This design comes from an exercise in tuning for small area on the open sky130 flow, not from production work. RTL that was checked went through simulation tests only; none was proved equivalent to the original. Function not checked in run 1: the RTL went through the layout flow alone. Power and IR drop assume default switching activity.

$ cat flow/config.mk
export PLATFORM = sky130hd
export DESIGN_NAME = regbank_top
export DESIGN_NICKNAME = regbank_top
export VERILOG_FILES = /design/flow/design.v
export SDC_FILE = /design/flow/constraint.sdc
export NUM_CORES = 4
export LEC_CHECK = 0
export CAP_MARGIN = 20
export CORE_MARGIN = 2
export CORE_UTILIZATION = 70
export SLEW_MARGIN = 20
$ cat flow/constraint.sdc
create_clock -name core_clock -period 5.0 [get_ports {s_axi_aclk}]
set_input_delay 1.0000 -clock core_clock [delete_from_list [all_inputs] [get_ports {s_axi_aclk}]]
set_output_delay 1.0000 -clock core_clock [all_outputs]
set_load 0.01 [all_outputs]
$ cat flow/design.v
package regbank_pkg;
    localparam int MAX_PAIRS  = 16;
    localparam int REG_IDX_W  = $clog2(MAX_PAIRS) + 1;   
    localparam int ADDR_LSB   = 2;
    localparam int ADDR_WIDTH = REG_IDX_W + ADDR_LSB;
    localparam int DATA_WIDTH = 32;
    localparam int STRB_WIDTH = DATA_WIDTH / 8;
    typedef logic [ADDR_WIDTH-1:0] addr_t;
    typedef logic [DATA_WIDTH-1:0] data_t;
    typedef logic [STRB_WIDTH-1:0] strb_t;
    typedef logic [1:0]            resp_t;
    localparam resp_t RESP_OKAY = 2'b00;
    typedef enum logic {
        KIND_STATUS = 1'b0,
        KIND_CTRL   = 1'b1
    } reg_kind_e;
    typedef struct packed {
        logic [REG_IDX_W-2:0] pair;
        reg_kind_e            kind;
    } reg_fields_t;
    typedef union packed {
        logic [REG_IDX_W-1:0] raw;
        reg_fields_t          fld;
    } reg_idx_u;
endpackage
module rd_select #(
    parameter int N = 17
) (
    input  logic [N-1:0] sel,
    input  logic [N-1:0] src,
    output logic         y
);
    assign y = |(sel & src);
endmodule
module pick2 (
    input  logic a,
    input  logic sa,
    input  logic b,
    input  logic sb,
    output logic y
);
    assign y = (a && sa) || (b && sb);
endmodule
module regbank_top #(
    parameter int NUM_PAIRS   = 8,
    parameter int SYNC_STAGES = 2
) (
    input  logic               s_axi_aclk,
    input  logic               s_axi_aresetn,
    input  regbank_pkg::addr_t s_axi_awaddr,
    input  logic               s_axi_awvalid,
    output logic               s_axi_awready,
    input  regbank_pkg::data_t s_axi_wdata,
    input  regbank_pkg::strb_t s_axi_wstrb,
    input  logic               s_axi_wvalid,
    output logic               s_axi_wready,
    output regbank_pkg::resp_t s_axi_bresp,
    output logic               s_axi_bvalid,
    input  logic               s_axi_bready,
    input  regbank_pkg::addr_t s_axi_araddr,
    input  logic               s_axi_arvalid,
    output logic               s_axi_arready,
    output regbank_pkg::data_t s_axi_rdata,
    output regbank_pkg::resp_t s_axi_rresp,
    output logic               s_axi_rvalid,
    input  logic               s_axi_rready,
    input  logic [NUM_PAIRS*regbank_pkg::DATA_WIDTH-1:0] status_in,   
    output logic [NUM_PAIRS*regbank_pkg::DATA_WIDTH-1:0] ctrl_out
);
    localparam int IW = regbank_pkg::REG_IDX_W;    
    localparam int LSB = regbank_pkg::ADDR_LSB;
    localparam int DW = regbank_pkg::DATA_WIDTH;
    localparam int SW = regbank_pkg::STRB_WIDTH;
    assign s_axi_bresp = regbank_pkg::RESP_OKAY;
    assign s_axi_rresp = regbank_pkg::RESP_OKAY;
    logic          aw_pending, w_pending, b_stall, wr_en;
    logic [IW-1:0] aw_buf, waddr;
    logic [DW-1:0] w_buf_data, wr_data;
    logic [SW-1:0] w_buf_strb, wr_strb;
    assign aw_pending = s_axi_awvalid || !s_axi_awready;
    assign w_pending  = s_axi_wvalid || !s_axi_wready;
    assign b_stall    = s_axi_bvalid && !s_axi_bready;
    assign wr_en      = aw_pending && w_pending && !b_stall;
    always_ff @(posedge s_axi_aclk)
    begin
        if (!s_axi_aresetn)
            s_axi_awready <= 1'b1;
        else if (b_stall)
            s_axi_awready <= !aw_pending;
        else if (w_pending)
            s_axi_awready <= 1'b1;
        else
            s_axi_awready <= s_axi_awready && !s_axi_awvalid;
    end
    always_ff @(posedge s_axi_aclk)
    begin
        if (!s_axi_aresetn)
            s_axi_wready <= 1'b1;
        else if (b_stall)
            s_axi_wready <= !w_pending;
        else if (aw_pending)
            s_axi_wready <= 1'b1;
        else
            s_axi_wready <= s_axi_wready && !s_axi_wvalid;
    end
    always_ff @(posedge s_axi_aclk)
    begin
        if (!s_axi_aresetn)
            s_axi_bvalid <= 1'b0;
        else if (wr_en)
            s_axi_bvalid <= 1'b1;
        else if (s_axi_bready)
            s_axi_bvalid <= 1'b0;
    end
    assign waddr   = s_axi_awready ? s_axi_awaddr[LSB +: IW] : aw_buf;
    logic ld_bus, ld_buf;
    assign ld_bus = s_axi_aresetn && s_axi_wready;
    assign ld_buf = s_axi_aresetn && !s_axi_wready;
    for (genvar i = 0; i < DW; i++)
    begin : g_wd
        pick2 u_pick (.a(s_axi_wdata[i]), .sa(ld_bus), .b(w_buf_data[i]), .sb(ld_buf), .y(wr_data[i]));
    end
    assign wr_strb = s_axi_wready ? s_axi_wstrb : w_buf_strb;
    always_ff @(posedge s_axi_aclk)
    begin
        aw_buf     <= waddr;
        w_buf_data <= wr_data;
        w_buf_strb <= wr_strb;
    end
    logic [NUM_PAIRS-1:0][DW-1:0] ctrl_q;
    logic wr_ctrl;
    assign wr_ctrl = wr_en && waddr[0] && !waddr[IW-1];
    logic [DW-1:0] ctrl_d;
    assign ctrl_d = wr_data;
    always_ff @(posedge s_axi_aclk)
    begin
        for (int p = 0; p < NUM_PAIRS; p++)
            for (int b = 0; b < SW; b++)
                if (!s_axi_aresetn || (wr_ctrl && waddr[IW-2:1] == p && wr_strb[b]))
                    ctrl_q[p][8*b +: 8] <= ctrl_d[8*b +: 8];
    end
    assign ctrl_out = ctrl_q;
    (* ASYNC_REG = "TRUE" *) logic [NUM_PAIRS*DW-1:0] sync1, sync2;
    logic [NUM_PAIRS-1:0][DW-1:0] status_r;
    logic [2:0] run_hist;    
    logic       status_ok;
    always_ff @(posedge s_axi_aclk)
    begin
        sync1    <= status_in;
        sync2    <= sync1;
        status_r <= sync2;
        run_hist <= {run_hist[1:0], s_axi_aresetn};
    end
    assign status_ok = &run_hist;
    logic          rd_pending, r_stall;
    logic [IW-1:0] ar_buf, raddr;
    logic [DW-1:0] rd_word;
    assign rd_pending = s_axi_arvalid || !s_axi_arready;
    assign r_stall    = s_axi_rvalid && !s_axi_rready;
    always_ff @(posedge s_axi_aclk)
    begin
        if (!s_axi_aresetn)
            s_axi_rvalid <= 1'b0;
        else if (r_stall)
            s_axi_rvalid <= 1'b1;
        else
            s_axi_rvalid <= rd_pending;
    end
    always_ff @(posedge s_axi_aclk)
    begin
        if (!s_axi_aresetn)
            s_axi_arready <= 1'b1;
        else if (r_stall)
            s_axi_arready <= !rd_pending;
        else
            s_axi_arready <= 1'b1;
    end
    assign raddr = s_axi_arready ? s_axi_araddr[LSB +: IW] : ar_buf;
    always_ff @(posedge s_axi_aclk)
        ar_buf <= raddr;
    logic [2*NUM_PAIRS:0] sel;
    always_comb
    begin
        for (int p = 0; p < NUM_PAIRS; p++)
        begin
            sel[2*p+1] = !r_stall && !raddr[IW-1] && raddr[IW-2:1] == p && raddr[0];
            sel[2*p]   = !r_stall && !raddr[IW-1] && raddr[IW-2:1] == p && !raddr[0] && status_ok;
        end
        sel[2*NUM_PAIRS] = r_stall;
    end
    for (genvar i = 0; i < DW; i++)
    begin : g_rd
        logic [2*NUM_PAIRS:0] src;
        always_comb
        begin
            for (int p = 0; p < NUM_PAIRS; p++)
            begin
                src[2*p+1] = ctrl_q[p][i];
                src[2*p]   = status_r[p][i];
            end
            src[2*NUM_PAIRS] = s_axi_rdata[i];
        end
        rd_select #(.N(2*NUM_PAIRS+1)) u_sel (.sel(sel), .src(src), .y(rd_word[i]));
    end
    always_ff @(posedge s_axi_aclk)
        s_axi_rdata <= rd_word;
endmodule
$ cat flow/flow/run.sh
#!/bin/bash
# Standard synthesis script on the design with the read-data select (rd_select)
# given as sky130 cells, then the standard layout with the smallest port buffers
# and a lighter clock tree (small leaf buffers, a strong root, no dummy loads).
set -euo pipefail
python3 flow/swap_module.py design.v flow/rd_select_cells.v design_cells.v > swap.log 2>&1
V="VERILOG_FILES=$PWD/design_cells.v"
bash standard.sh "$V" synth > synth.log 2>&1
bash standard.sh "$V" \
  "BUFFER_PORTS_ARGS=-buffer_cell sky130_fd_sc_hd__buf_1" \
  "CTS_ARGS=-sink_clustering_enable -repair_clock_nets -dont_use_dummy_load -buf_list sky130_fd_sc_hd__clkbuf_4 -root_buf sky130_fd_sc_hd__clkbuf_16 -sink_clustering_size 9 -sink_clustering_max_diameter 45" \
  finish > layout.log 2>&1
$ cat flow/flow/rd_select_cells.v
// rd_select mapped by hand onto sky130 cells: five a222oi and an a22oi take
// the 17 select/source pairs, and4 + nand3 OR the six inverted groups.
module rd_select #(
    parameter int N = 17
) (
    input  logic [N-1:0] sel,
    input  logic [N-1:0] src,
    output logic         y
);
    wire g0, g1, g2, g3, g4, g5, w;
    sky130_fd_sc_hd__a222oi_1 u_g0 (.A1(sel[0]),  .A2(src[0]),  .B1(sel[1]),  .B2(src[1]),  .C1(sel[2]),  .C2(src[2]),  .Y(g0));
    sky130_fd_sc_hd__a222oi_1 u_g1 (.A1(sel[3]),  .A2(src[3]),  .B1(sel[4]),  .B2(src[4]),  .C1(sel[5]),  .C2(src[5]),  .Y(g1));
    sky130_fd_sc_hd__a222oi_1 u_g2 (.A1(sel[6]),  .A2(src[6]),  .B1(sel[7]),  .B2(src[7]),  .C1(sel[8]),  .C2(src[8]),  .Y(g2));
    sky130_fd_sc_hd__a222oi_1 u_g3 (.A1(sel[9]),  .A2(src[9]),  .B1(sel[10]), .B2(src[10]), .C1(sel[11]), .C2(src[11]), .Y(g3));
    sky130_fd_sc_hd__a222oi_1 u_g4 (.A1(sel[12]), .A2(src[12]), .B1(sel[13]), .B2(src[13]), .C1(sel[14]), .C2(src[14]), .Y(g4));
    sky130_fd_sc_hd__a22oi_1  u_g5 (.A1(sel[15]), .A2(src[15]), .B1(sel[16]), .B2(src[16]), .Y(g5));
    sky130_fd_sc_hd__and4_1   u_w  (.A(g0), .B(g1), .C(g2), .D(g3), .X(w));
    sky130_fd_sc_hd__nand3_1  u_y  (.A(w), .B(g4), .C(g5), .Y(y));
endmodule

// pick2 as one a22o cell
module pick2 (
    input  logic a,
    input  logic sa,
    input  logic b,
    input  logic sb,
    output logic y
);
    sky130_fd_sc_hd__a22o_1 u_y (.A1(a), .A2(sa), .B1(b), .B2(sb), .X(y));
endmodule
$ cat flow/flow/swap_module.py
# Replace each module that the cells file defines (rd_select, pick2) in design.v
# by its cell-level version from the flow folder.
import re, sys
design, cells, out = sys.argv[1:4]
s = open(design).read()
c = open(cells).read()
for name in re.findall(r'^\s*module\s+(\w+)', c, re.M):
    m = re.search(r'^\s*module\s+' + name + r'\b.*?^\s*endmodule\b', s, re.S | re.M)
    if not m:
        sys.exit(name + " not found")
    s = s[:m.start()] + s[m.end():]
open(out, 'w').write(s + "\n" + c)
$ cat flow/standard.sh
#!/bin/bash
# synth_recipe.tcl (not shown) runs the flow's synth.tcl, then flattens the netlist and writes it again
# the make line also repeats each setting of config.mk as NAME=value (left out here)
make -C /OpenROAD-flow-scripts/flow DESIGN_CONFIG=/design/flow/config.mk WORK_HOME=/design/flow/orfs CLKGATE_MAP_FILE= SYNTH_SCRIPT=/design/flow/synth_recipe.tcl "${@:-finish}"
==> summary.txt, run 1 <==
Power:
- Dividing total power by cell area gives a power density of 443.4 nW/µm².
- The worst-case IR drop observed on VDD is 0.2974 mV.
- The standby leakage power is 12.32 nW.

Layout:
- The share of cells above drive strength 1 is 10.46%.
- The area growth from synthesis to layout is 8.000%.
- The number of cells in the finished layout apart from fillers is 2913.
- The net total in the final layout is 2619.

Logic synthesis:
- For this run, the leading register cell type out of synthesis is sky130_fd_sc_hd__dfxtp_1.
- The gate count after technology mapping is 1828.
- Dividing the synthesized area by the synthesized cell count gives 16.67 µm².
- Counting flops with a built-in enable in the synthesized netlist gives 256.
- The cell area that synthesis handed to floorplanning was 30470 µm².
- The post-synthesis register bit count is 1110.
- The most frequent cell after synthesis is sky130_fd_sc_hd__dfxtp_1.
- The sequential element share of the synthesized area is 81.35%.
- sky130_fd_sc_hd__dfxtp_1 takes more of the synthesized area than any other cell.
- The netlist uses 35 different library cells.
- Sorting the synthesized cells by how often they occur yields sky130_fd_sc_hd__dfxtp_1 (854), sky130_fd_sc_hd__buf_4 (293), sky130_fd_sc_hd__edfxtp_1 (256).
- The synthesized design devotes to its leading area cell type 56.11% of total area.
- The async set-or-reset flop fraction in the synthesized netlist is 0%.
- In the post-synthesis netlist, the biggest area contributors are sky130_fd_sc_hd__dfxtp_1 (56%), sky130_fd_sc_hd__edfxtp_1 (25%), sky130_fd_sc_hd__buf_4 (7.2%).
- The number of warnings printed during yosys synthesis is 1.

Setup path:
- The longest individual stage delay on the worst path is 0.82 ns.
- STA classifies the critical path startpoint as a register.
- The critical path is of the register to register type.
- The data required time of the worst path is 5.60 ns.
- The worst setup path is captured at a register.
- The largest individual stage delay along the critical path comes from the cell sky130_fd_sc_hd__dfxtp_1.
- Data on the critical path arrives at its endpoint at 4.14 ns.
- The top fanout value on the critical path is 20.
- The signal on the critical path passes through mux2i_1 -> o211ai_1 -> nor2_4 -> buf_4 -> a222oi_1 -> and4_1 -> nand3_1.

Status:
- The flow ran to the end and the layout has no timing, DRC or antenna violations.

GRT:
- The pin count of the biggest net entering global routing is 38.
- The initial antenna violation count is 29.
- The via count of the first global-routing pass was 16.97k.
- The first global-routing pass estimated 110.0 mm of wire.
- The final global-route overflow total is 0.
- The total track usage is 35.64%.

Hold path:
- The min-delay analysis places its worst path in the category register to register.

Timing:
- The actual slew at the worst max-slew pin is 1.142 ns.
- Setup repair after global routing left no endpoint under its margin.
- The maximum clock rate is 282.4 MHz.
- The hold violation count in the final report is 0.
- In this run the tightest slew margin relative to its limit is 23.39%.
- The worst setup skew after layout is 0.08461 ns.
- Setup violations remaining at the end of the flow were counted as 0.
- The routed design could run at a clock period as short as 3.540 ns.
- The number of slew-limit violations in the final report is 0.
- The worst path setup slack after routing is 1.460 ns.
- Adding up every negative setup slack in the final design gives 0 ns.
- The fraction of the cycle the final worst path needs is 70.81%.

CTS:
- The number of clock buffers inserted by TritonCTS is 142.
- The number of H-tree levels is 4.
- TritonCTS built the clock tree.
- The deepest clock path buffer count is 3.
- Clock-pin slew was measured on the worst setup and hold paths at 0.09 ns.
- Gates resized during post-CTS repair numbered 0.
- The clock drives 1110 sinks.
- The insertion delay to the later sink of the worst-skew pair is 0.72 ns.
- In this run the clock root is driven by a sky130_fd_sc_hd__clkbuf_16.
- The post-CTS setup-driven buffer insertion count is 0.
- Hold repair after CTS inserted 0 buffers.

Placed design:
- Input and output buffers added on the ports amount to 601.
- Detailed placement ended at an HPWL of 54.23 mm.
- Routability-driven placement finished with a final weighted congestion of 0.8479.
- At the placement stage, the worst setup path has a slack of 1.292 ns.
- In this run, placement finished with an instance count of 2747.

Floorplanning:
- The core area is 42980 µm².
- The height of the chip is 212.6 µm.
- The horizontal extent of the die is 212.6 µm.
- After floorplanning, the core was divided into 76 placement rows.
- The number of I/O pins is 610.
- The total die area is 45210 µm².
- Once the floorplan was initialized, standard cells occupied 70.88% of the core.

Route:
- The mean routed wirelength per cell is 28.02 µm.
- The first TritonRoute pass finished after 10 iterations.
- In the routed layout, each cell is associated on average with a via count of 5.889.
- The final layout contains routed wiring with a total length of 81.64 mm.
- The number of vias after detailed routing is 17.16k.
- Once detail routing completed, the nets flagged for antenna violations numbered 0.
- The post-route DRC violation count is 0.
- In this run, the number of DRC markers left after iteration 0 of detailed routing was 2274.

Flow run:
- Across the run, the number of max-cap violations was 0.
-- cells by family after synthesis --
kind of cell / synth area share [%]
multiplexers: 0.4641
AO/OA/AOI/OAI: 8.222
flip-flops: 81.35
AND/OR/NAND/NOR: 2.415
other: 0.01231
buffers and inverters: 7.540
-- critical path, delay by kind of cell (launching register included) --
| family | cells | cell delay [ns] |
|---|---|---|
| mux | 1 | 0.45 |
| compound gates | 2 | 0.64 |
| simple gates | 3 | 0.97 |
| flops | 1 | 0.82 |
| buf+inv | 1 | 0.52 |
-- layout by cell type (no fill, tap or decap), drive strengths merged, types with 14 or more instances in the layout --
cell	count
o31ai	32
a22oi	32
nand3	36
a22o	32
and4	32
nor2	20
dfxtp	854
clkbuf	143
nand2	14
a222oi	160
edfxtp	256
buf	633
diode	24
-- metal layers --
metal	track usage, %	up-vias	routed length [µm]
li1	-	7486	-
met1	42.35	8330	28440
met2	56.65	1127	38960
met3	13.40	197	10610
met4	19.07	16	3514
met5	0	-	115
-- stage by stage --
stage / area (µm²) / total power [mW] / hold WS [ns] / util, %
6_report: 32900 / 14.59 / 0.2846 / 76.55
5_1_grt: 32890 / 15.08 / 0.2938 / 76.51
4_1_cts: 32820 / 14.62 / 0.2837 / 76.37
3_5_place_dp: 31740 / 10.82 / 0.3121 / 73.85
3_3_place_gp: 31740 / 10.79 / 0.3098 / 73.85
2_1_floorplan: 30480 / 10.55 / 0.3096 / -
-- flip-flops by register name, summed over array words and instances, names as in the netlist --
name           cells
w_buf_strb         4
aw_buf             5
ctrl_q           256
run_hist           3
s_axi_wready       1
ar_buf             5
s_axi_bvalid       1
s_axi_arready      1
s_axi_rdata       32
s_axi_awready      1
sync1            256
w_buf_data        32
sync2            256
s_axi_rvalid       1
status_r         256
-- worst paths after layout --
check	slack, ns	cells after the start	from	end
worst min register to register	0.28	0	sync1[20]$_DFF_P_	sync2[20]$_DFF_P_
worst max register to register	1.46	7	s_axi_arready$_SDFF_PN1_	s_axi_rdata[15]$_DFF_P_
worst min-delay path	0.28	0	sync1[20]$_DFF_P_	sync2[20]$_DFF_P_
worst max-delay path	1.46	7	s_axi_arready$_SDFF_PN1_	s_axi_rdata[15]$_DFF_P_
-- where the power goes --
part,leakage (nW),internal (mW),switching (mW)
Combinational,1.85,0.200,0.492
Clock,0.661,1.34,2.62
Sequential,9.81,9.73,0.213
-- area by class of cell --
type	instances	area [µm²]
Sequential cell	1110	24780
Multi-Input combinational cell	409	3705
Timing Repair Buffer	634	2505
Inverter	9	35.03
Antenna cell	24	60.06
Tap cell	585	732.0
Clock buffer	142	1084
Fill cell	2756	10080
==> run 2: changes to the inputs <==
--- a/flow/design.v
+++ b/flow/design.v
@@ -41,6 +41,13 @@
 );
     assign y = (a && sa) || (b && sb);
 endmodule
+module and2_drv (
+    input  logic a,
+    input  logic b,
+    output logic y
+);
+    assign y = a && b;
+endmodule
 module regbank_top #(
     parameter int NUM_PAIRS   = 8,
     parameter int SYNC_STAGES = 2
@@ -132,11 +139,28 @@
     assign wr_ctrl = wr_en && waddr[0] && !waddr[IW-1];
     logic [DW-1:0] ctrl_d;
     assign ctrl_d = wr_data;
+    logic [NUM_PAIRS-1:0]         en_pair;
+    logic [SW-1:0]                en_byte;
+    logic [NUM_PAIRS-1:0][SW-1:0] ctrl_en;
+    always_comb
+    begin
+        for (int p = 0; p < NUM_PAIRS; p++)
+            en_pair[p] = !s_axi_aresetn || (wr_ctrl && waddr[IW-2:1] == p);
+        for (int b = 0; b < SW; b++)
+            en_byte[b] = !s_axi_aresetn || wr_strb[b];
+    end
+    for (genvar p = 0; p < NUM_PAIRS; p++)
+    begin : g_en_p
+        for (genvar b = 0; b < SW; b++)
+        begin : g_en_b
+            and2_drv u_en (.a(en_pair[p]), .b(en_byte[b]), .y(ctrl_en[p][b]));
+        end
+    end
     always_ff @(posedge s_axi_aclk)
     begin
         for (int p = 0; p < NUM_PAIRS; p++)
             for (int b = 0; b < SW; b++)
-                if (!s_axi_aresetn || (wr_ctrl && waddr[IW-2:1] == p && wr_strb[b]))
+                if (ctrl_en[p][b])
                     ctrl_q[p][8*b +: 8] <= ctrl_d[8*b +: 8];
     end
     assign ctrl_out = ctrl_q;
@@ -179,15 +203,19 @@
     always_ff @(posedge s_axi_aclk)
         ar_buf <= raddr;
     logic [2*NUM_PAIRS:0] sel;
+    logic [NUM_PAIRS-1:0] rd_pair;
+    logic                 rd_ctrl, rd_status;
+    assign rd_ctrl   = !r_stall && !raddr[IW-1] && raddr[0];
+    assign rd_status = !r_stall && !raddr[IW-1] && !raddr[0] && status_ok;
     always_comb
-    begin
         for (int p = 0; p < NUM_PAIRS; p++)
-        begin
-            sel[2*p+1] = !r_stall && !raddr[IW-1] && raddr[IW-2:1] == p && raddr[0];
-            sel[2*p]   = !r_stall && !raddr[IW-1] && raddr[IW-2:1] == p && !raddr[0] && status_ok;
-        end
-        sel[2*NUM_PAIRS] = r_stall;
-    end
+            rd_pair[p] = raddr[IW-2:1] == p;
+    for (genvar p = 0; p < NUM_PAIRS; p++)
+    begin : g_sel
+        and2_drv u_c (.a(rd_ctrl),   .b(rd_pair[p]), .y(sel[2*p+1]));
+        and2_drv u_s (.a(rd_status), .b(rd_pair[p]), .y(sel[2*p]));
+    end
+    assign sel[2*NUM_PAIRS] = r_stall;
     for (genvar i = 0; i < DW; i++)
     begin : g_rd
         logic [2*NUM_PAIRS:0] src;
--- a/flow/flow/rd_select_cells.v
+++ b/flow/flow/rd_select_cells.v
@@ -28,3 +28,12 @@
 );
     sky130_fd_sc_hd__a22o_1 u_y (.A1(a), .A2(sa), .B1(b), .B2(sb), .X(y));
 endmodule
+
+// and2_drv as one and2_2 cell
+module and2_drv (
+    input  logic a,
+    input  logic b,
+    output logic y
+);
+    sky130_fd_sc_hd__and2_2 u_y (.A(a), .B(b), .X(y));
+endmodule
--- a/flow/flow/swap_module.py
+++ b/flow/flow/swap_module.py
@@ -1,4 +1,4 @@
-# Replace each module that the cells file defines (rd_select, pick2) in design.v
+# Replace each module that the cells file defines (rd_select, pick2, and2_drv) in design.v
 # by its cell-level version from the flow folder.
 import re, sys
 design, cells, out = sys.argv[1:4]
==> summary.txt, run 2 <==
Timing:
- The maximum clock rate is 312.1 MHz (was 282.4 MHz).
- RSZ-0062 raised after global routing: false (unchanged).
- The fraction of the cycle the final worst path needs was 64.08% (was 70.81%).
- The actual slew at the worst max-slew pin came to 1.205 ns (was 1.142 ns).
- The aggregate negative setup slack came to 0 ns (unchanged).
- The relative slew slack is 19.68% (was 23.39%).
- The worst setup skew after layout was 0.05881 ns (was 0.08461 ns).
- The hold violation count in the final report is 0 (unchanged).
- The final critical delay including setup and external delays is 3.204 ns (was 3.540 ns).
- The number of slew-limit violations in the final report is 0 (unchanged).
- The number of setup violations in the final report is 0 (unchanged).

Power:
- The maximum vdd ir drop was 0.3243 mV (was 0.2974 mV).
- The total power per unit cell area was 448.7 nW/µm² (was 443.4 nW/µm²).
- The standby leakage power was 12.21 nW (was 12.32 nW).

Route:
- The routed wire length on met2 is 37.72 mm (was 38.96 mm).
- The post-route DRC violation count is 0 (unchanged).
- The iteration-0 DRC count of the detailed router is 2371 (was 2274).
- The number of iterations in the first detailed-routing pass is 10 (unchanged).
- The detailed route wirelength on metal3 was 11.05 mm (was 10.61 mm).
- The routed length on met1 came to 28.82 mm (was 28.44 mm).
- The antenna violation net count after detailed routing is 0 (unchanged).
- The sum of routed wire length over all layers is 80.81 mm (was 81.64 mm).
- The mean routed wirelength per cell is 27.93 µm (was 28.02 µm).
- The post-detailed-route via-to-cell ratio is 5.824 (was 5.889).
- The number of vias after detailed routing was 16.85k (was 17.16k).
- The top layer reached by signal wires is met5 (unchanged).

Placed design:
- The number of placed instances, taps included was 2733 (was 2747).
- The HPWL after detailed placement is 53.29 mm (was 54.23 mm).
- The final weighted congestion in routability-driven placement is 0.8403 (was 0.8479).
- The number of port buffers was 601 (unchanged).

Layout:
- The share of cells above drive strength 1 is 10.05% (was 10.46%).
- Most frequent cells in the layout: sky130_fd_sc_hd__dfxtp_1 (854), sky130_fd_sc_hd__buf_1 (601), sky130_fd_sc_hd__edfxtp_1 (256) (was sky130_fd_sc_hd__dfxtp_1 (854), sky130_fd_sc_hd__buf_1 (600), sky130_fd_sc_hd__edfxtp_1 (256)).
- The net total in the final layout is 2604 (was 2619).
- The most common cell after layout, fill and taps aside is sky130_fd_sc_hd__dfxtp_1 (unchanged).
- The area growth from synthesis to layout is 6.825% (was 8.000%).
- The number of cells in the finished layout apart from fillers came to 2893 (was 2913).

Logic synthesis:
- Most frequent cells after synthesis: sky130_fd_sc_hd__dfxtp_1 (854), sky130_fd_sc_hd__buf_4 (293), sky130_fd_sc_hd__edfxtp_1 (256) (unchanged).
- The number of warnings printed during yosys synthesis is 1 (unchanged).
- The average cell area after synthesis is 16.74 µm² (was 16.67 µm²).
- The sequential element share of the synthesized area is 81.39% (was 81.35%).
- The top cell type's share of synthesized area came to 56.14% (was 56.11%).
- The netlist area before placement came to 30450 µm² (was 30470 µm²).
- The cell taking the most area after synthesis is sky130_fd_sc_hd__dfxtp_1 (unchanged).
- The number of distinct library cells after synthesis is 37 (was 35).
- The commonest register cell after synthesis is sky130_fd_sc_hd__dfxtp_1 (unchanged).
- The count of flip-flops with a built-in enable after synthesis is 256 (unchanged).
- The gate count after technology mapping is 1819 (was 1828).
- The most frequent cell after synthesis is sky130_fd_sc_hd__dfxtp_1 (unchanged).
- Top post-synthesis cells by area: sky130_fd_sc_hd__dfxtp_1 (56%), sky130_fd_sc_hd__edfxtp_1 (25%), sky130_fd_sc_hd__buf_4 (7.2%) (unchanged).
- The async set-or-reset flop fraction in the synthesized netlist came to 0% (unchanged).
- The post-synthesis register bit count is 1110 (unchanged).

CTS:
- The TritonCTS sink count was 1110 (unchanged).
- The CTS tree was yes (unchanged).
- The hold buffer count at CTS is 0 (unchanged).
- The clock tree root buffer cell is sky130_fd_sc_hd__clkbuf_16 (unchanged).
- The deepest clock path buffer count is 3 (unchanged).
- The number of clock buffers inserted by TritonCTS came to 141 (was 142).
- The number of H-tree levels is 4 (unchanged).
- The count of cells resized by post-cts repair is 0 (unchanged).
- The clock-pin slew reported for the worst setup and hold paths after clock tree synthesis is 0.11 ns (was 0.09 ns).
- The insertion delay to the later sink of the worst-skew pair is 0.71 ns (was 0.72 ns).
- The post-CTS setup-driven buffer insertion count is 0 (unchanged).

GRT:
- The total track usage is 35.39% (was 35.64%).
- The initial antenna violation count is 25 (was 29).
- The final global-route overflow total was 0 (unchanged).
- The pin count of the biggest net entering global routing came to 35 (was 38).
- The wire length of the first global-routing pass is 108.8 mm (was 110.0 mm).
- The via count of the first global-routing pass is 16.40k (was 16.97k).

Setup path:
- The longest individual stage delay on the worst path is 0.60 ns (was 0.82 ns).
- Cells traversed along the worst timing path: mux2_4 -> or2_1 -> nor2b_1 -> and2_2 -> buf_4 -> a222oi_1 -> and4_1 -> nand3_1 (was mux2i_1 -> o211ai_1 -> nor2_4 -> buf_4 -> a222oi_1 -> and4_1 -> nand3_1).
- The data required time of the worst path was 5.61 ns (was 5.60 ns).
- The startpoint type of the worst setup path was a register (unchanged).
- The top fanout value on the critical path is 19 (was 20).
- The critical path start-end classification was register to register (unchanged).
- The cell at the slowest stage of the critical path is sky130_fd_sc_hd__and2_2 (was sky130_fd_sc_hd__dfxtp_1).
- The data arrival time at the worst-slack endpoint came to 3.81 ns (was 4.14 ns).
- The nature of the critical path endpoint is a register (unchanged).

Floorplanning:
- The core area is 42980 µm² (unchanged).
- The horizontal extent of the die came to 212.6 µm (about the same).
- The starting utilization of the core area is 70.85% (was 70.88%).
- The number of cell rows was 76 (unchanged).
- The height of the chip is 212.6 µm (about the same).
- The total die area was 45190 µm² (was 45210 µm²).
- The number of I/O pins is 610 (unchanged).

Flow run:
- The reported max-cap violation count is 0 (unchanged).

Hold path:
- The worst hold path class is register to register (unchanged).

Status:
- Outcome: finished clean (unchanged).
==> run 2: cell types whose count changed in the layout (fill, tap and decap cells not counted), moves of 5 or more <==
cell | before | now
sky130_fd_sc_hd__nand2_1 | 14 | 8
sky130_fd_sc_hd__diode_2 | 24 | 19
sky130_fd_sc_hd__and2_2 | 0 | 48
sky130_fd_sc_hd__nor2_4 | 17 | 1
sky130_fd_sc_hd__buf_4 | 33 | 21
sky130_fd_sc_hd__o31ai_1 | 0 | 8
sky130_fd_sc_hd__o31ai_2 | 30 | 0
sky130_fd_sc_hd__nor2_1 | 3 | 10
==> run 2: final timing paths <==
kind                            startpoint                     end  slack (ns)  cells past startpoint
setup / recovery  s_axi_arready$_SDFF_PN1_  s_axi_rdata[4]$_DFF_P_        1.80                      8
hold / removal          sync2[249]$_DFF_P_   status_r[249]$_DFF_P_        0.31                      0
setup reg to reg  s_axi_arready$_SDFF_PN1_  s_axi_rdata[4]$_DFF_P_        1.80                      8
hold reg to reg         sync2[249]$_DFF_P_   status_r[249]$_DFF_P_        0.31                      0
==> run 2: layout make-up <==
type,instances,area (µm²)
Sequential cell,1110,24780
Fill cell,2845,10450
Multi-Input combinational cell,410,3455
Timing Repair Buffer,622,2414
Clock buffer,141,1076
Tap cell,585,732.0
Antenna cell,19,47.55
Inverter,6,22.52
==> run 2: critical path: cells and delay by family (launching register included) <==
family / cells / cell delay (ns)
and+or+nand+nor: 5 / 1.54
DFF: 1 / 0.56
buffers and inverters: 1 / 0.48
muxes: 1 / 0.34
AOI/OAI and AO/OA: 1 / 0.18
==> run 2: cells by family after synthesis <==
logic type	count (synthesis)	synth area share, %
other	1	0.01231
buffers and inverters	302	7.363
muxes	13	0.4889
DFF	1110	81.39
AOI/OAI and AO/OA	238	7.363
and+or+nand+nor	155	3.386
==> run 2: routing by layer <==
metal	vias up	track usage (%)
li1	7377	-
met1	8104	43.03
met2	1157	55.85
met3	188	14.43
met4	22	15.58
met5	-	0
==> run 2: power breakdown <==
group / internal (mW) / total, mW / switching [mW]
Combinational: 0.203 / 0.700 / 0.497
Sequential: 9.75 / 9.97 / 0.219
Clock: 1.33 / 3.93 / 2.60
==> run 2: through the flow <==
stage | utilization [%] | hold slack, ns | setup slack [ns] | area, µm² | power, mW
after global routing | 75.64 | 0.3197 | 1.729 | 32510 | 15.10
after global placement | 73.07 | 0.3099 | 1.547 | 31410 | 10.82
final | 75.68 | 0.3080 | 1.796 | 32530 | 14.60
after floorplan | - | 0.3096 | 1.491 | 30460 | 10.60
after CTS | 75.57 | 0.3019 | 1.907 | 32480 | 14.63
after detailed placement | 73.07 | 0.3121 | 1.499 | 31410 | 10.86
==> run 3: changes to the inputs <==
--- a/flow/design.v
+++ b/flow/design.v
@@ -48,6 +48,13 @@
 );
     assign y = a && b;
 endmodule
+module and2_wide (
+    input  logic a,
+    input  logic b,
+    output logic y
+);
+    assign y = a && b;
+endmodule
 module regbank_top #(
     parameter int NUM_PAIRS   = 8,
     parameter int SYNC_STAGES = 2
@@ -212,8 +219,8 @@
             rd_pair[p] = raddr[IW-2:1] == p;
     for (genvar p = 0; p < NUM_PAIRS; p++)
     begin : g_sel
-        and2_drv u_c (.a(rd_ctrl),   .b(rd_pair[p]), .y(sel[2*p+1]));
-        and2_drv u_s (.a(rd_status), .b(rd_pair[p]), .y(sel[2*p]));
+        and2_wide u_c (.a(rd_ctrl),   .b(rd_pair[p]), .y(sel[2*p+1]));
+        and2_wide u_s (.a(rd_status), .b(rd_pair[p]), .y(sel[2*p]));
     end
     assign sel[2*NUM_PAIRS] = r_stall;
     for (genvar i = 0; i < DW; i++)
--- a/flow/flow/rd_select_cells.v
+++ b/flow/flow/rd_select_cells.v
@@ -29,11 +29,20 @@
     sky130_fd_sc_hd__a22o_1 u_y (.A1(a), .A2(sa), .B1(b), .B2(sb), .X(y));
 endmodule
 
-// and2_drv as one and2_2 cell
+// and2_drv as one and2_1 cell
 module and2_drv (
     input  logic a,
     input  logic b,
     output logic y
 );
-    sky130_fd_sc_hd__and2_2 u_y (.A(a), .B(b), .X(y));
+    sky130_fd_sc_hd__and2_1 u_y (.A(a), .B(b), .X(y));
 endmodule
+
+// and2_wide as one and2_4 cell
+module and2_wide (
+    input  logic a,
+    input  logic b,
+    output logic y
+);
+    sky130_fd_sc_hd__and2_4 u_y (.A(a), .B(b), .X(y));
+endmodule
--- a/flow/flow/swap_module.py
+++ b/flow/flow/swap_module.py
@@ -1,4 +1,4 @@
-# Replace each module that the cells file defines (rd_select, pick2, and2_drv) in design.v
+# Replace each module that the cells file defines (rd_select, pick2, and2_drv, and2_wide) in design.v
 # by its cell-level version from the flow folder.
 import re, sys
 design, cells, out = sys.argv[1:4]
==> summary.txt, run 3 <==
Logic synthesis:
- The most frequent cell after synthesis is sky130_fd_sc_hd__dfxtp_1 (unchanged).
- Top post-synthesis cells by area: sky130_fd_sc_hd__dfxtp_1 (56%), sky130_fd_sc_hd__edfxtp_1 (25%), sky130_fd_sc_hd__buf_4 (7.2%) (unchanged).
- Most frequent cells after synthesis: sky130_fd_sc_hd__dfxtp_1 (854), sky130_fd_sc_hd__buf_4 (293), sky130_fd_sc_hd__edfxtp_1 (256) (unchanged).
- The top cell type's share of synthesized area is 56.18% (was 56.14%).
- The number of warnings printed during yosys synthesis was 1 (unchanged).
- The count of flip-flops with a built-in enable after synthesis came to 256 (unchanged).
- The post-synthesis register bit count is 1110 (unchanged).
- The share of the synthesized area in compound gates (AO/OA/AOI/OAI) is 7.368% (was 7.363%).
- The cell taking the most area after synthesis is sky130_fd_sc_hd__dfxtp_1 (unchanged).
- The fraction of the mapped netlist area in simple logic gates was 3.322% (was 3.386%).
- The adder and majority gate portion of the synthesized area came to 0% (unchanged).
- The mux share of post-synthesis cell area is 0.4893% (was 0.4889%).
- The gate count after technology mapping was 1819 (unchanged).
- The netlist area before placement is 30430 µm² (was 30450 µm²).
- The commonest register cell after synthesis is sky130_fd_sc_hd__dfxtp_1 (unchanged).
- The combinational family with the most area after synthesis is compound AO/OA/AOI/OAI gates (was buffers and inverters).
- The sequential element share of the synthesized area is 81.44% (was 81.39%).
- The synthesized-area fraction occupied by xor and xnor cells was 0% (unchanged).
- The number of distinct library cells after synthesis was 37 (unchanged).
- The async set-or-reset flop fraction in the synthesized netlist is 0% (unchanged).
- The average cell area after synthesis is 16.73 µm² (was 16.74 µm²).

Setup path:
- The number of cells on the worst reg-to-reg path was 7 (was 8).
- The data required time of the worst path is 5.61 ns (about the same).
- The launching instance or port of the critical path is s_axi_arready$_SDFF_PN1_ (unchanged).
- The slack of the worst reg-to-reg path is 1.97 ns (was 1.80 ns).
- The startpoint type of the worst setup path is a register (unchanged).
- The nature of the critical path endpoint is a register (unchanged).
- The beginning of the worst register-to-register path is s_axi_arready$_SDFF_PN1_ (unchanged).
- The data arrival time at the worst-slack endpoint is 3.64 ns (was 3.81 ns).
- The critical path start-end classification is register to register (unchanged).
- The top fanout value on the critical path is 32 (was 19).
- The endpoint of the lowest-slack register-to-register path was s_axi_rdata[18]$_DFF_P_ (was s_axi_rdata[4]$_DFF_P_).

Timing:
- The number of setup violations in the final report came to 0 (unchanged).
- The fraction of the cycle the final worst path needs is 60.67% (was 64.08%).
- The relative slew slack is 30.89% (was 19.68%).
- The aggregate negative setup slack is 0 ns (unchanged).
- The hold violation count in the final report was 0 (unchanged).
- The actual slew at the worst max-slew pin is 1.037 ns (was 1.205 ns).
- RSZ-0062 raised after global routing: false (unchanged).
- The final critical delay including setup and external delays is 3.034 ns (was 3.204 ns).
- The worst setup skew after layout is 0.04719 ns (was 0.05881 ns).
- The number of slew-limit violations in the final report is 0 (unchanged).
- The worst hold slack across all endpoints came to 0.2984 ns (was 0.3080 ns).
- The maximum clock rate came to 329.6 MHz (was 312.1 MHz).

Placed design:
- The HPWL after detailed placement was 50.57 mm (was 53.29 mm).
- The final weighted congestion in routability-driven placement was 0.8326 (was 0.8403).
- The number of port buffers was 601 (unchanged).

Power:
- The standby leakage power was 12.10 nW (was 12.21 nW).
- The cell-internal power was 11.28 mW (was 11.29 mW).
- The maximum vdd ir drop is 0.3183 mV (was 0.3243 mV).
- The fraction of power spent switching nets is 22.67% (was 22.69%).
- The combinational power share was 4.7% (was 4.8%).
- The relative contribution of the clock network to total power was 26.9% (about the same).
- The part of the power in registers was 68.4% (was 68.3%).
- The total power per unit cell area came to 450.6 nW/µm² (was 448.7 nW/µm²).
- The net switching power came to 3.308 mW (was 3.312 mW).

Hold path:
- The worst hold path class is register to register (unchanged).
- The cell depth of the worst hold path is 0 (unchanged).
- The endpoint of the worst hold-timing path was sync2[172]$_DFF_P_ (was status_r[249]$_DFF_P_).
- The worst min-delay path startpoint is sync1[172]$_DFF_P_ (was sync2[249]$_DFF_P_).

Route:
- The post-detailed-route via-to-cell ratio came to 5.856 (was 5.824).
- The antenna violation net count after detailed routing is 0 (unchanged).
- The iteration-0 DRC count of the detailed router was 2357 (was 2371).
- The mean routed wirelength per cell is 28.02 µm (was 27.93 µm).
- The sum of routed wire length over all layers is 80.62 mm (was 80.81 mm).
- The number of vias after detailed routing is 16.85k (about the same).
- The post-route DRC violation count is 0 (unchanged).
- The number of iterations in the first detailed-routing pass is 9 (was 10).

Layout:
- The area growth from synthesis to layout is 6.398% (was 6.825%).
- Most frequent cells in the layout: sky130_fd_sc_hd__dfxtp_1 (854), sky130_fd_sc_hd__buf_1 (601), sky130_fd_sc_hd__edfxtp_1 (256) (unchanged).
- The most common cell after layout, fill and taps aside is sky130_fd_sc_hd__dfxtp_1 (unchanged).
- The net total in the final layout is 2586 (was 2604).
- The share of cells above drive strength 1 was 7.926% (was 10.05%).

Floorplanning:
- The starting utilization of the core area is 70.80% (was 70.85%).
- The total die area is 45160 µm² (was 45190 µm²).
- The core area is 42980 µm² (unchanged).
- The number of cell rows is 76 (unchanged).
- The horizontal extent of the die is 212.5 µm (was 212.6 µm).
- The number of I/O pins is 610 (unchanged).
- The height of the chip is 212.5 µm (was 212.6 µm).

CTS:
- The CTS tree was yes (unchanged).
- The post-CTS setup-driven buffer insertion count came to 0 (unchanged).
- The insertion delay to the later sink of the worst-skew pair is 0.70 ns (was 0.71 ns).
- The hold buffer count at CTS is 0 (unchanged).
- The number of H-tree levels is 4 (unchanged).
- The deepest clock path buffer count came to 3 (unchanged).
- The number of clock buffers inserted by TritonCTS is 141 (unchanged).
- The clock tree root buffer cell is sky130_fd_sc_hd__clkbuf_16 (unchanged).
- The count of cells resized by post-cts repair came to 0 (unchanged).
- The clock-pin slew reported for the worst setup and hold paths after clock tree synthesis is 0.09 ns (was 0.11 ns).
- The TritonCTS sink count is 1110 (unchanged).

GRT:
- The pin count of the biggest net entering global routing is 35 (unchanged).
- The initial antenna violation count is 21 (was 25).
- The final global-route overflow total is 0 (unchanged).
- The total track usage is 35.24% (was 35.39%).
- The wire length of the first global-routing pass was 108.1 mm (was 108.8 mm).
- The via count of the first global-routing pass is 16.42k (was 16.40k).

Status:
- Outcome: finished clean (unchanged).

Flow run:
- The reported max-cap violation count is 0 (unchanged).
[run 3: cells by family (layout without fill, tap and decap cells)]
group                  Yosys count  after routing
muxes                           13             13
other                            1             25
AOI/OAI and AO/OA              238            238
buffers and inverters          302            751
and+or+nand+nor                155            155
DFF                           1110           1110
[run 3: how the worst max path moves through the flow]
stage,cells past startpoint,endpoint
after floorplan,7,s_axi_rdata[0]$_DFF_P_
after global placement,8,s_axi_rdata[7]$_DFF_P_
after detailed placement,8,s_axi_rdata[4]$_DFF_P_
after CTS,7,s_axi_rdata[4]$_DFF_P_
after global routing,4,ctrl_q[64]$_DFFE_PP_
final,7,s_axi_rdata[18]$_DFF_P_
[run 3: through the flow]
step / std cells / area, µm² / utilization (%) / setup slack [ns] / total power, mW
after floorplan: 1822 / 30440 / - / 1.574 / 10.60
after global placement: 2715 / 31250 / 72.71 / 1.697 / 10.82
after detailed placement: 2715 / 31250 / 72.71 / 1.634 / 10.85
after CTS: 2856 / 32330 / 75.21 / 2.034 / 14.63
after global routing: 2866 / 32350 / 75.27 / 1.811 / 15.10
final: 2877 / 32380 / 75.33 / 1.966 / 14.59
[run 3: critical path, cell delays in order, from the launching register on]
cell                       delay [ns]
sky130_fd_sc_hd__dfxtp_1         0.54
sky130_fd_sc_hd__mux2_4          0.34
sky130_fd_sc_hd__or2_1           0.26
sky130_fd_sc_hd__nor2b_1         0.44
sky130_fd_sc_hd__and2_4          0.74
sky130_fd_sc_hd__a222oi_1        0.24
sky130_fd_sc_hd__and4_1          0.29
sky130_fd_sc_hd__nand3_1         0.07
[run 3: final cells by class]
class | instances | area (µm²)
flip-flops and latches | 1110 | 24780
fillers | 2810 | 10600
multi-input cells | 410 | 3433
repair buffers | 604 | 2278
clock buffers | 141 | 1076
well taps | 585 | 732.0
diodes | 21 | 52.55
inverters | 6 | 22.52
[run 3: power by group through the flow]
stage,registers [mW],logic (mW),clock network (mW)
6_report,9.98,0.684,3.93
5_1_grt,10.0,0.725,4.35
4_1_cts,9.97,0.681,3.98
3_5_place_dp,10.2,0.677,0
3_3_place_gp,10.2,0.666,0
2_1_floorplan,10.1,0.527,0
[run 3: routing by layer]
metal	track usage [%]	wire length (µm)
met1	42.83	28740
met2	55.61	38000
met3	13.32	10510
met4	17.31	3272
met5	0	105
==> run 4: changes to the inputs <==
--- a/flow/design.v
+++ b/flow/design.v
@@ -55,6 +55,13 @@
 );
     assign y = a && b;
 endmodule
+module nand2_drv (
+    input  logic a,
+    input  logic b,
+    output logic y
+);
+    assign y = !(a && b);
+endmodule
 module regbank_top #(
     parameter int NUM_PAIRS   = 8,
     parameter int SYNC_STAGES = 2
@@ -148,7 +155,8 @@
     assign ctrl_d = wr_data;
     logic [NUM_PAIRS-1:0]         en_pair;
     logic [SW-1:0]                en_byte;
-    logic [NUM_PAIRS-1:0][SW-1:0] ctrl_en;
+    logic [NUM_PAIRS-1:0][SW-1:0] ctrl_en, ctrl_hold;    
+    logic [NUM_PAIRS-1:0][DW-1:0] ctrl_next;
     always_comb
     begin
         for (int p = 0; p < NUM_PAIRS; p++)
@@ -160,16 +168,20 @@
     begin : g_en_p
         for (genvar b = 0; b < SW; b++)
         begin : g_en_b
-            and2_drv u_en (.a(en_pair[p]), .b(en_byte[b]), .y(ctrl_en[p][b]));
+            and2_drv  u_en  (.a(en_pair[p]), .b(en_byte[b]), .y(ctrl_en[p][b]));
+            nand2_drv u_hld (.a(en_pair[p]), .b(en_byte[b]), .y(ctrl_hold[p][b]));
         end
     end
-    always_ff @(posedge s_axi_aclk)
-    begin
-        for (int p = 0; p < NUM_PAIRS; p++)
-            for (int b = 0; b < SW; b++)
-                if (ctrl_en[p][b])
-                    ctrl_q[p][8*b +: 8] <= ctrl_d[8*b +: 8];
-    end
+    for (genvar p = 0; p < NUM_PAIRS; p++)
+    begin : g_cn_p
+        for (genvar i = 0; i < DW; i++)
+        begin : g_cn_i
+            pick2 u_next (.a(ctrl_d[i]), .sa(ctrl_en[p][i/8]), .b(ctrl_q[p][i]), .sb(ctrl_hold[p][i/8]),
+                          .y(ctrl_next[p][i]));
+        end
+    end
+    always_ff @(posedge s_axi_aclk)
+        ctrl_q <= ctrl_next;
     assign ctrl_out = ctrl_q;
     (* ASYNC_REG = "TRUE" *) logic [NUM_PAIRS*DW-1:0] sync1, sync2;
     logic [NUM_PAIRS-1:0][DW-1:0] status_r;
--- a/flow/flow/rd_select_cells.v
+++ b/flow/flow/rd_select_cells.v
@@ -46,3 +46,12 @@
 );
     sky130_fd_sc_hd__and2_4 u_y (.A(a), .B(b), .X(y));
 endmodule
+
+// nand2_drv as one nand2_1 cell
+module nand2_drv (
+    input  logic a,
+    input  logic b,
+    output logic y
+);
+    sky130_fd_sc_hd__nand2_1 u_y (.A(a), .B(b), .Y(y));
+endmodule
--- a/flow/flow/swap_module.py
+++ b/flow/flow/swap_module.py
@@ -1,4 +1,4 @@
-# Replace each module that the cells file defines (rd_select, pick2, and2_drv, and2_wide) in design.v
+# Replace each module that the cells file defines (rd_select, pick2, and2_drv, and2_wide, nand2_drv) in design.v
 # by its cell-level version from the flow folder.
 import re, sys
 design, cells, out = sys.argv[1:4]
--- a/flow/config.mk
+++ b/flow/config.mk
@@ -7,5 +7,7 @@
 export LEC_CHECK = 0
 export CAP_MARGIN = 20
 export CORE_MARGIN = 2
-export CORE_UTILIZATION = 70
+export CORE_UTILIZATION = 76
 export SLEW_MARGIN = 20
+export SYNTH_HIERARCHICAL = 1
+export SYNTH_MINIMUM_KEEP_SIZE = 0
==> summary.txt, run 4 <==
Layout:
- The number of cells in the finished layout apart from fillers is 3105 (was 2877).
- The share of cells above drive strength 1 was 7.199% (was 7.926%).
- The number of fillers in the final layout is 2345 (was 2810).
- The net total in the final layout is 2871 (was 2586).
- Most frequent cells in the layout: sky130_fd_sc_hd__dfxtp_1 (1110), sky130_fd_sc_hd__buf_1 (601), sky130_fd_sc_hd__a22o_1 (288) (was sky130_fd_sc_hd__dfxtp_1 (854), sky130_fd_sc_hd__buf_1 (601), sky130_fd_sc_hd__edfxtp_1 (256)).
- The most common cell after layout, fill and taps aside is sky130_fd_sc_hd__dfxtp_1 (unchanged).
- The area growth from synthesis to layout was 6.296% (was 6.398%).

Logic synthesis:
- The adder and majority gate portion of the synthesized area is 0% (unchanged).
- The sequential element share of the synthesized area is 73.56% (was 81.44%).
- The count of flip-flops with a built-in enable after synthesis is 0 (was 256).
- The number of warnings printed during yosys synthesis came to 7 (was 1).
- Most frequent cells after synthesis: sky130_fd_sc_hd__dfxtp_1 (1110), sky130_fd_sc_hd__buf_4 (294), sky130_fd_sc_hd__a22o_1 (288) (was sky130_fd_sc_hd__dfxtp_1 (854), sky130_fd_sc_hd__buf_4 (293), sky130_fd_sc_hd__edfxtp_1 (256)).
- The gate count after technology mapping was 2106 (was 1819).
- The fraction of the mapped netlist area in simple logic gates is 3.686% (was 3.322%).
- The synthesized-area fraction occupied by xor and xnor cells is 0% (unchanged).
- The top cell type's share of synthesized area is 73.56% (was 56.18%).
- The post-synthesis register bit count is 1110 (unchanged).
- The combinational family with the most area after synthesis is compound AO/OA/AOI/OAI gates (unchanged).
- The mux share of post-synthesis cell area is 0.4805% (was 0.4893%).
- The share of the synthesized area in compound gates (AO/OA/AOI/OAI) is 14.83% (was 7.368%).
- The netlist area before placement is 30210 µm² (was 30430 µm²).
- The average cell area after synthesis was 14.34 µm² (was 16.73 µm²).
- The commonest register cell after synthesis is sky130_fd_sc_hd__dfxtp_1 (unchanged).
- The async set-or-reset flop fraction in the synthesized netlist is 0% (unchanged).
- The number of distinct library cells after synthesis came to 33 (was 37).
- The cell taking the most area after synthesis is sky130_fd_sc_hd__dfxtp_1 (unchanged).
- Top post-synthesis cells by area: sky130_fd_sc_hd__dfxtp_1 (74%), sky130_fd_sc_hd__a22o_1 (8.3%), sky130_fd_sc_hd__buf_4 (7.3%) (was sky130_fd_sc_hd__dfxtp_1 (56%), sky130_fd_sc_hd__edfxtp_1 (25%), sky130_fd_sc_hd__buf_4 (7.2%)).
- The most frequent cell after synthesis is sky130_fd_sc_hd__dfxtp_1 (unchanged).

CTS:
- The clock tree root buffer cell is sky130_fd_sc_hd__clkbuf_16 (unchanged).
- The deepest clock path buffer count is 3 (unchanged).
- The count of cells resized by post-cts repair is 0 (unchanged).
- The TritonCTS sink count is 1110 (unchanged).
- The post-CTS setup-driven buffer insertion count was 0 (unchanged).
- The number of H-tree levels is 4 (unchanged).
- The insertion delay to the later sink of the worst-skew pair was 0.64 ns (was 0.70 ns).
- The hold buffer count at CTS is 0 (unchanged).
- The clock-pin slew reported for the worst setup and hold paths after clock tree synthesis came to 0.10 ns (was 0.09 ns).
- The number of clock buffers inserted by TritonCTS is 141 (unchanged).
- The CTS tree is yes (unchanged).

Route:
- The iteration-0 DRC count of the detailed router is 2624 (was 2357).
- The number of vias after detailed routing is 19.69k (was 16.85k).
- The post-detailed-route via-to-cell ratio was 6.342 (was 5.856).
- The post-route DRC violation count is 0 (unchanged).
- The number of iterations in the first detailed-routing pass is 10 (was 9).
- The sum of routed wire length over all layers is 85.04 mm (was 80.62 mm).
- The mean routed wirelength per cell is 27.39 µm (was 28.02 µm).
- The antenna violation net count after detailed routing is 0 (unchanged).

Flow run:
- The reported max-cap violation count came to 0 (unchanged).

Power:
- The maximum vdd ir drop is 0.3746 mV (was 0.3183 mV).
- The total power per unit cell area came to 462.6 nW/µm² (was 450.6 nW/µm²).
- The standby leakage power was 12.72 nW (was 12.10 nW).

Timing:
- RSZ-0062 raised after global routing: false (unchanged).
- The maximum clock rate is 294.6 MHz (was 329.6 MHz).
- The worst hold slack across all endpoints was 0.2975 ns (was 0.2984 ns).
- The worst setup skew after layout is 0.04407 ns (was 0.04719 ns).
- The actual slew at the worst max-slew pin is 1.063 ns (was 1.037 ns).
- The number of slew-limit violations in the final report is 0 (unchanged).
- The final critical delay including setup and external delays is 3.394 ns (was 3.034 ns).
- The aggregate negative setup slack came to 0 ns (unchanged).
- The fraction of the cycle the final worst path needs is 67.89% (was 60.67%).
- The hold violation count in the final report is 0 (unchanged).
- The number of setup violations in the final report was 0 (unchanged).
- The relative slew slack is 28.94% (was 30.89%).

Floorplanning:
- The total die area is 41360 µm² (was 45160 µm²).
- The number of cell rows is 73 (was 76).
- The core area is 39460 µm² (was 42980 µm²).
- The height of the chip was 203.4 µm (was 212.5 µm).
- The horizontal extent of the die is 203.4 µm (was 212.5 µm).
- The number of I/O pins is 610 (unchanged).
- The starting utilization of the core area is 76.56% (was 70.80%).

Placed design:
- The number of port buffers is 601 (unchanged).
- The number of placed instances, taps included is 2940 (was 2715).
- The final weighted congestion in routability-driven placement is 0.9052 (was 0.8326).
- The HPWL after detailed placement is 57.22 mm (was 50.57 mm).

GRT:
- The wire length of the first global-routing pass is 119.2 mm (was 108.1 mm).
- The initial antenna violation count is 23 (was 21).
- The pin count of the biggest net entering global routing is 35 (unchanged).
- The via count of the first global-routing pass is 18.95k (was 16.42k).
- The final global-route overflow total is 0 (unchanged).
- The total track usage is 39.86% (was 35.24%).

Setup path:
- The startpoint type of the worst setup path is a register (unchanged).
- The critical path start-end classification is register to register (unchanged).
- The nature of the critical path endpoint was a register (unchanged).
- The top fanout value on the critical path is 16 (was 32).
- The data required time of the worst path came to 5.48 ns (was 5.61 ns).
- The data arrival time at the worst-slack endpoint is 3.88 ns (was 3.64 ns).

Status:
- Outcome: finished clean (unchanged).

Hold path:
- The worst hold path class is register to register (unchanged).
==> run 4: final timing paths <==
path	start	end	slack (ns)	cells past startpoint
max	s_axi_awready$_SDFF_PN1_	ctrl_q[138]$_DFF_P_	1.61	5
min reg2reg	sync2[150]$_DFF_P_	status_r[150]$_DFF_P_	0.30	0
max reg2reg	s_axi_awready$_SDFF_PN1_	ctrl_q[138]$_DFF_P_	1.61	5
min	sync2[150]$_DFF_P_	status_r[150]$_DFF_P_	0.30	0
==> run 4: cell type report <==
cell class	count	area, µm²	share of cell area (%)
antenna	24	60.06	0.1870
clock buffer	141	1076	3.351
inverter	6	22.52	0.07014
multi-input combinational	697	5811	18.10
sequential	1110	22220	69.20
tap	525	656.9	2.046
timing repair buffer	602	2263	7.049
==> run 4: modules after synthesis, one instance, submodules excluded, a selection <==
module / flip-flops and latches / times used
nand2_drv: 0 / 32
regbank_top: 1110 / 1
and2_wide: 0 / 16
pick2: 0 / 288
and2_drv: 0 / 32
==> run 4: logic make-up after synthesis <==
kind of cell    Yosys count
other cells               1
mux                      13
buf+inv                 302
flops                  1110
compound gates          495
simple gates            185
==> run 4: where the power goes <==
part / total [mW] / switching (mW) / internal (mW) / leakage [nW]
registers: 9.85 / 0.379 / 9.47 / 9.31
logic: 1.11 / 0.719 / 0.393 / 2.75
clock network: 3.89 / 2.56 / 1.33 / 0.657
total: 14.9 / 3.66 / 11.2 / 12.7
==> run 4: stage by stage <==
step                worst slack, ns  utilization (%)  power (mW)  cell area (µm²)
CTS                           1.734            81.23       14.84            32050
global placement              1.433            78.50       11.06            30970
global route                  1.482            81.34       15.34            32090
finish                        1.606            81.38       14.85            32110
detailed placement            1.376            78.50       11.12            30970
floorplan                     1.592                -       10.80            30220
==> run 4: critical path: stages (launching register included) <==
cell	delay [ns]
sky130_fd_sc_hd__dfxtp_1	0.68
sky130_fd_sc_hd__mux2i_1	0.56
sky130_fd_sc_hd__inv_1	0.25
sky130_fd_sc_hd__o31ai_2	0.93
sky130_fd_sc_hd__nand2_1	0.48
sky130_fd_sc_hd__a22o_1	0.33
==> run 4: metal layers <==
| layer | share of wire (%) | vias up | wire [µm] | track usage (%) |
|---|---|---|---|---|
| met5 | 0.051 | - | 43 | 0 |
| li1 | - | 8459 | - | - |
| met1 | 36 | 9466 | 30380 | 48.76 |
| met2 | 46 | 1486 | 39350 | 62.24 |
| met4 | 5.2 | 6 | 4451 | 23.57 |
| met3 | 13 | 276 | 10830 | 12.77 |
==> run 5: changes to the inputs <==
--- a/flow/config.mk
+++ b/flow/config.mk
@@ -7,7 +7,7 @@
 export LEC_CHECK = 0
 export CAP_MARGIN = 20
 export CORE_MARGIN = 2
-export CORE_UTILIZATION = 76
+export CORE_UTILIZATION = 70
 export SLEW_MARGIN = 20
 export SYNTH_HIERARCHICAL = 1
 export SYNTH_MINIMUM_KEEP_SIZE = 0
==> summary.txt, run 5 <==
Logic synthesis:
- The top cell type's share of synthesized area is 73.56% (unchanged).
- The most frequent cell after synthesis is sky130_fd_sc_hd__dfxtp_1 (unchanged).
- The commonest register cell after synthesis is sky130_fd_sc_hd__dfxtp_1 (unchanged).
- The number of distinct library cells after synthesis is 33 (unchanged).
- Most frequent cells after synthesis: sky130_fd_sc_hd__dfxtp_1 (1110), sky130_fd_sc_hd__buf_4 (294), sky130_fd_sc_hd__a22o_1 (288) (unchanged).
- The count of flip-flops with a built-in enable after synthesis is 0 (unchanged).
- The netlist area before placement is 30210 µm² (unchanged).
- Top post-synthesis cells by area: sky130_fd_sc_hd__dfxtp_1 (74%), sky130_fd_sc_hd__a22o_1 (8.3%), sky130_fd_sc_hd__buf_4 (7.3%) (unchanged).
- The cell taking the most area after synthesis is sky130_fd_sc_hd__dfxtp_1 (unchanged).
- The number of warnings printed during yosys synthesis is 7 (unchanged).
- The post-synthesis register bit count is 1110 (unchanged).
- The gate count after technology mapping is 2106 (unchanged).
- The async set-or-reset flop fraction in the synthesized netlist is 0% (unchanged).
- The sequential element share of the synthesized area came to 73.56% (unchanged).
- The average cell area after synthesis was 14.34 µm² (unchanged).

GRT:
- The final global-route overflow total was 0 (unchanged).
- The wire length of the first global-routing pass is 118.7 mm (was 119.2 mm).
- The pin count of the biggest net entering global routing was 35 (unchanged).
- The initial antenna violation count is 23 (unchanged).
- The via count of the first global-routing pass is 18.54k (was 18.95k).
- The total track usage was 37.21% (was 39.86%).

Power:
- The net switching power is 3.717 mW (was 3.657 mW).
- The standby leakage power came to 12.73 nW (was 12.72 nW).
- The cell-internal power was 11.21 mW (was 11.20 mW).
- The total power per unit cell area came to 464.5 nW/µm² (was 462.6 nW/µm²).
- The relative contribution of the clock network to total power was 26.7% (was 26.2%).
- The maximum vdd ir drop is 0.3308 mV (was 0.3746 mV).
- The sum of internal, switching and leakage power is 14.93 mW (was 14.85 mW).
- The combinational power share is 7.4% (was 7.5%).
- The fraction of power spent switching nets is 24.89% (was 24.62%).
- The part of the power in registers is 65.9% (was 66.3%).

Route:
- The antenna violation net count after detailed routing is 0 (unchanged).
- The mean routed wirelength per cell was 27.18 µm (was 27.39 µm).
- The number of vias after detailed routing is 19.24k (was 19.69k).
- The sum of routed wire length over all layers is 84.92 mm (was 85.04 mm).
- The post-route DRC violation count is 0 (unchanged).
- The post-detailed-route via-to-cell ratio is 6.155 (was 6.342).
- The number of iterations in the first detailed-routing pass is 8 (was 10).
- The iteration-0 DRC count of the detailed router was 2671 (was 2624).

Timing:
- The fraction of the cycle the final worst path needs came to 68.68% (was 67.89%).
- The actual slew at the worst max-slew pin is 1.056 ns (was 1.063 ns).
- The worst setup skew after layout is 0.05388 ns (was 0.04407 ns).
- RSZ-0062 raised after global routing: false (unchanged).
- The aggregate negative setup slack is 0 ns (unchanged).
- The final critical delay including setup and external delays was 3.434 ns (was 3.394 ns).
- The relative slew slack is 29.21% (was 28.94%).
- The number of slew-limit violations in the final report is 0 (unchanged).
- The hold violation count in the final report was 0 (unchanged).
- The maximum clock rate was 291.2 MHz (was 294.6 MHz).
- The number of setup violations in the final report is 0 (unchanged).

CTS:
- The post-CTS setup-driven buffer insertion count is 0 (unchanged).
- The number of clock buffers inserted by TritonCTS is 143 (was 141).
- The insertion delay to the later sink of the worst-skew pair is 0.70 ns (was 0.64 ns).
- The number of H-tree levels was 4 (unchanged).
- The CTS tree is yes (unchanged).
- The clock-pin slew reported for the worst setup and hold paths after clock tree synthesis came to 0.10 ns (about the same).
- The count of cells resized by post-cts repair was 0 (unchanged).
- The clock tree root buffer cell is sky130_fd_sc_hd__clkbuf_16 (unchanged).
- The deepest clock path buffer count is 3 (unchanged).
- The hold buffer count at CTS came to 0 (unchanged).
- The TritonCTS sink count was 1110 (unchanged).

Layout:
- The most common cell after layout, fill and taps aside is sky130_fd_sc_hd__dfxtp_1 (unchanged).
- The share of cells above drive strength 1 came to 7.271% (was 7.199%).
- The area growth from synthesis to layout is 6.407% (was 6.296%).
- The number of fillers in the final layout was 2945 (was 2345).
- Most frequent cells in the layout: sky130_fd_sc_hd__dfxtp_1 (1110), sky130_fd_sc_hd__buf_1 (601), sky130_fd_sc_hd__a22o_1 (288) (unchanged).
- The share of the core filled with cells in the final layout is 75.12% (was 81.38%).
- The net total in the final layout came to 2873 (was 2871).

Setup path:
- The data required time of the worst path came to 5.62 ns (was 5.48 ns).
- The slack of the worst reg-to-reg path was 1.57 ns (was 1.61 ns).
- The endpoint of the lowest-slack register-to-register path is s_axi_rdata[3]$_DFF_P_ (was ctrl_q[138]$_DFF_P_).
- The critical path start-end classification is register to register (unchanged).
- The longest individual stage delay on the worst path is 0.77 ns (was 0.93 ns).
- The data arrival time at the worst-slack endpoint came to 4.05 ns (was 3.88 ns).
- The instance count on the critical path is 7 (was 5).
- The startpoint type of the worst setup path is a register (unchanged).
- The top fanout value on the critical path is 32 (was 16).
- The number of cells on the worst reg-to-reg path is 7 (was 5).
- Cells traversed along the worst timing path: mux2_4 -> or2_1 -> nor3_1 -> and2_4 -> a222oi_1 -> and4_1 -> nand3_1 (was mux2i_1 -> inv_1 -> o31ai_2 -> nand2_1 -> a22o_1).
- The cell at the slowest stage of the critical path was sky130_fd_sc_hd__and2_4 (was sky130_fd_sc_hd__o31ai_2).
- The beginning of the worst register-to-register path is s_axi_arready$_SDFF_PN1_ (was s_axi_awready$_SDFF_PN1_).
- The kind of cell adding the most delay to the critical path is simple AND/OR/NAND/NOR gates (was compound AO/OA/AOI/OAI gates).
- The launching instance or port of the critical path is s_axi_arready$_SDFF_PN1_ (was s_axi_awready$_SDFF_PN1_).
- The timing endpoint of the critical path is s_axi_rdata[3]$_DFF_P_ (was ctrl_q[138]$_DFF_P_).
- The number of buffers and inverters on the critical path is 0 (was 1).
- The nature of the critical path endpoint is a register (unchanged).

Floorplanning:
- The starting utilization of the core area is 70.60% (was 76.56%).
- The horizontal extent of the die is 211.7 µm (was 203.4 µm).
- The total die area came to 44830 µm² (was 41360 µm²).
- The number of cell rows is 76 (was 73).
- The core area came to 42790 µm² (was 39460 µm²).
- The height of the chip was 211.7 µm (was 203.4 µm).
- The number of I/O pins was 610 (unchanged).

Placed design:
- The final weighted congestion in routability-driven placement came to 0.8938 (was 0.9052).
- The number of port buffers is 601 (unchanged).
- The HPWL after detailed placement was 57.23 mm (was 57.22 mm).

Flow run:
- The reported max-cap violation count is 0 (unchanged).

Status:
- Outcome: finished clean (unchanged).

Hold path:
- The worst hold path class was register to register (unchanged).
==> run 5: cell counts after synthesis <==
No cell type changed its count.
==> run 5: worst min-delay path by stage <==
| stage | from | endpoint | slack [ns] | cells past startpoint |
|---|---|---|---|---|
| 5_1_grt | sync2[58]$_DFF_P_ | status_r[58]$_DFF_P_ | 0.30 | 0 |
| 6_report | sync2[94]$_DFF_P_ | status_r[94]$_DFF_P_ | 0.30 | 0 |
| 4_1_cts | sync2[198]$_DFF_P_ | status_r[198]$_DFF_P_ | 0.29 | 0 |
| 2_1_floorplan | sync2[0]$_DFF_P_ | status_r[0]$_DFF_P_ | 0.31 | 0 |
| 3_3_place_gp | sync2[190]$_DFF_P_ | status_r[190]$_DFF_P_ | 0.31 | 0 |
| 3_5_place_dp | sync2[101]$_DFF_P_ | status_r[101]$_DFF_P_ | 0.31 | 0 |
==> run 5: cells by family after synthesis <==
kind of cell | synth area share, %
mux | 0.4805
buf+inv | 7.430
other cells | 0.01241
simple gates | 3.686
compound gates | 14.83
flops | 73.56
==> run 5: final cells by class <==
type                       instances  area [µm²]  area share [%]
antenna                           21       52.55          0.1635
clock buffer                     143        1091           3.394
inverter                           6       22.52         0.07006
multi-input combinational        697        5811           18.08
sequential                      1110       22220           69.13
tap                              546       683.2           2.125
timing repair buffer             602        2263           7.041
==> run 5: Yosys stat by module (local to each module, per instance), a selection <==
module | area, µm² | cells inside | times used | flops+latches
regbank_top | 24940 | 1482 | 1 | 1110
and2_wide | 8.758 | 1 | 16 | 0
pick2 | 8.758 | 1 | 288 | 0
and2_drv | 6.256 | 1 | 32 | 0
nand2_drv | 3.754 | 1 | 32 | 0
==> run 5: metrics by stage <==
step                      instances  worst slack [ns]  hold WS [ns]  area, µm²
after floorplan                2109             1.592        0.3096      30220
after global placement         2961             1.301        0.3096      31000
after detailed placement       2961             1.236        0.3121      31000
after CTS                      3104             1.690        0.2937      32090
after global routing           3120             1.477        0.3022      32130
final                          3125             1.566        0.3033      32140
==> run 5: power groups by stage <==
stage          Sequential, mW  Clock [mW]  Combinational, mW
3_5_place_dp             10.0           0               1.08
2_1_floorplan            9.88           0              0.919
3_3_place_gp             10.0           0               1.07
4_1_cts                  9.83        4.03               1.09
6_report                 9.84        3.99               1.10
5_1_grt                  9.89        4.43               1.17
==> run 5: metal layers <==
metal	up-vias	track usage [%]	share of wire [%]
li1	8480	-	-
met1	9268	45.00	37
met2	1238	58.70	47
met3	235	12.65	11
met4	14	20.47	4.5
met5	-	0	0.12

==> afterwards: timing with drivers on the ports <==
The flow's constraints put no driver on any port. The routed layouts listed below were extracted and timed again, unchanged, in two steps. Step 1 sets driving cells, clkbuf_16 on the clock port and buf_2 on the other inputs (assumed; they add their load-dependent delay and slew). Step 2, shift: input delay + t, output delay - t, t = (earliest + latest rising clock arrival at the registers) / 2. This alone moves slack from input paths to output paths. Three values: no drivers, after step 1, after step 2; two values: the first two.
run	t, ns	slack for setup (ns)	clock arrival spread, ns	worst slew at a driven data input, ns
run 1	0.738	1.460 / 1.460 / 1.244	0.085 / 0.085	0.17
run 2	0.736	1.796 / 1.796 / 1.344	0.059 / 0.059	0.12
run 3	0.739	1.966 / 1.966 / 1.495	0.056 / 0.056	0.14
run 4	0.671	1.606 / 1.606 / 1.200	0.065 / 0.064	0.16
run 5	0.736	1.566 / 1.566 / 1.014	0.056 / 0.056	0.18
After both steps setup and hold are still met in every run listed. The setup slack of run 5, which loses most, moves by 0.000 ns with the drivers and by -0.552 ns with both steps.
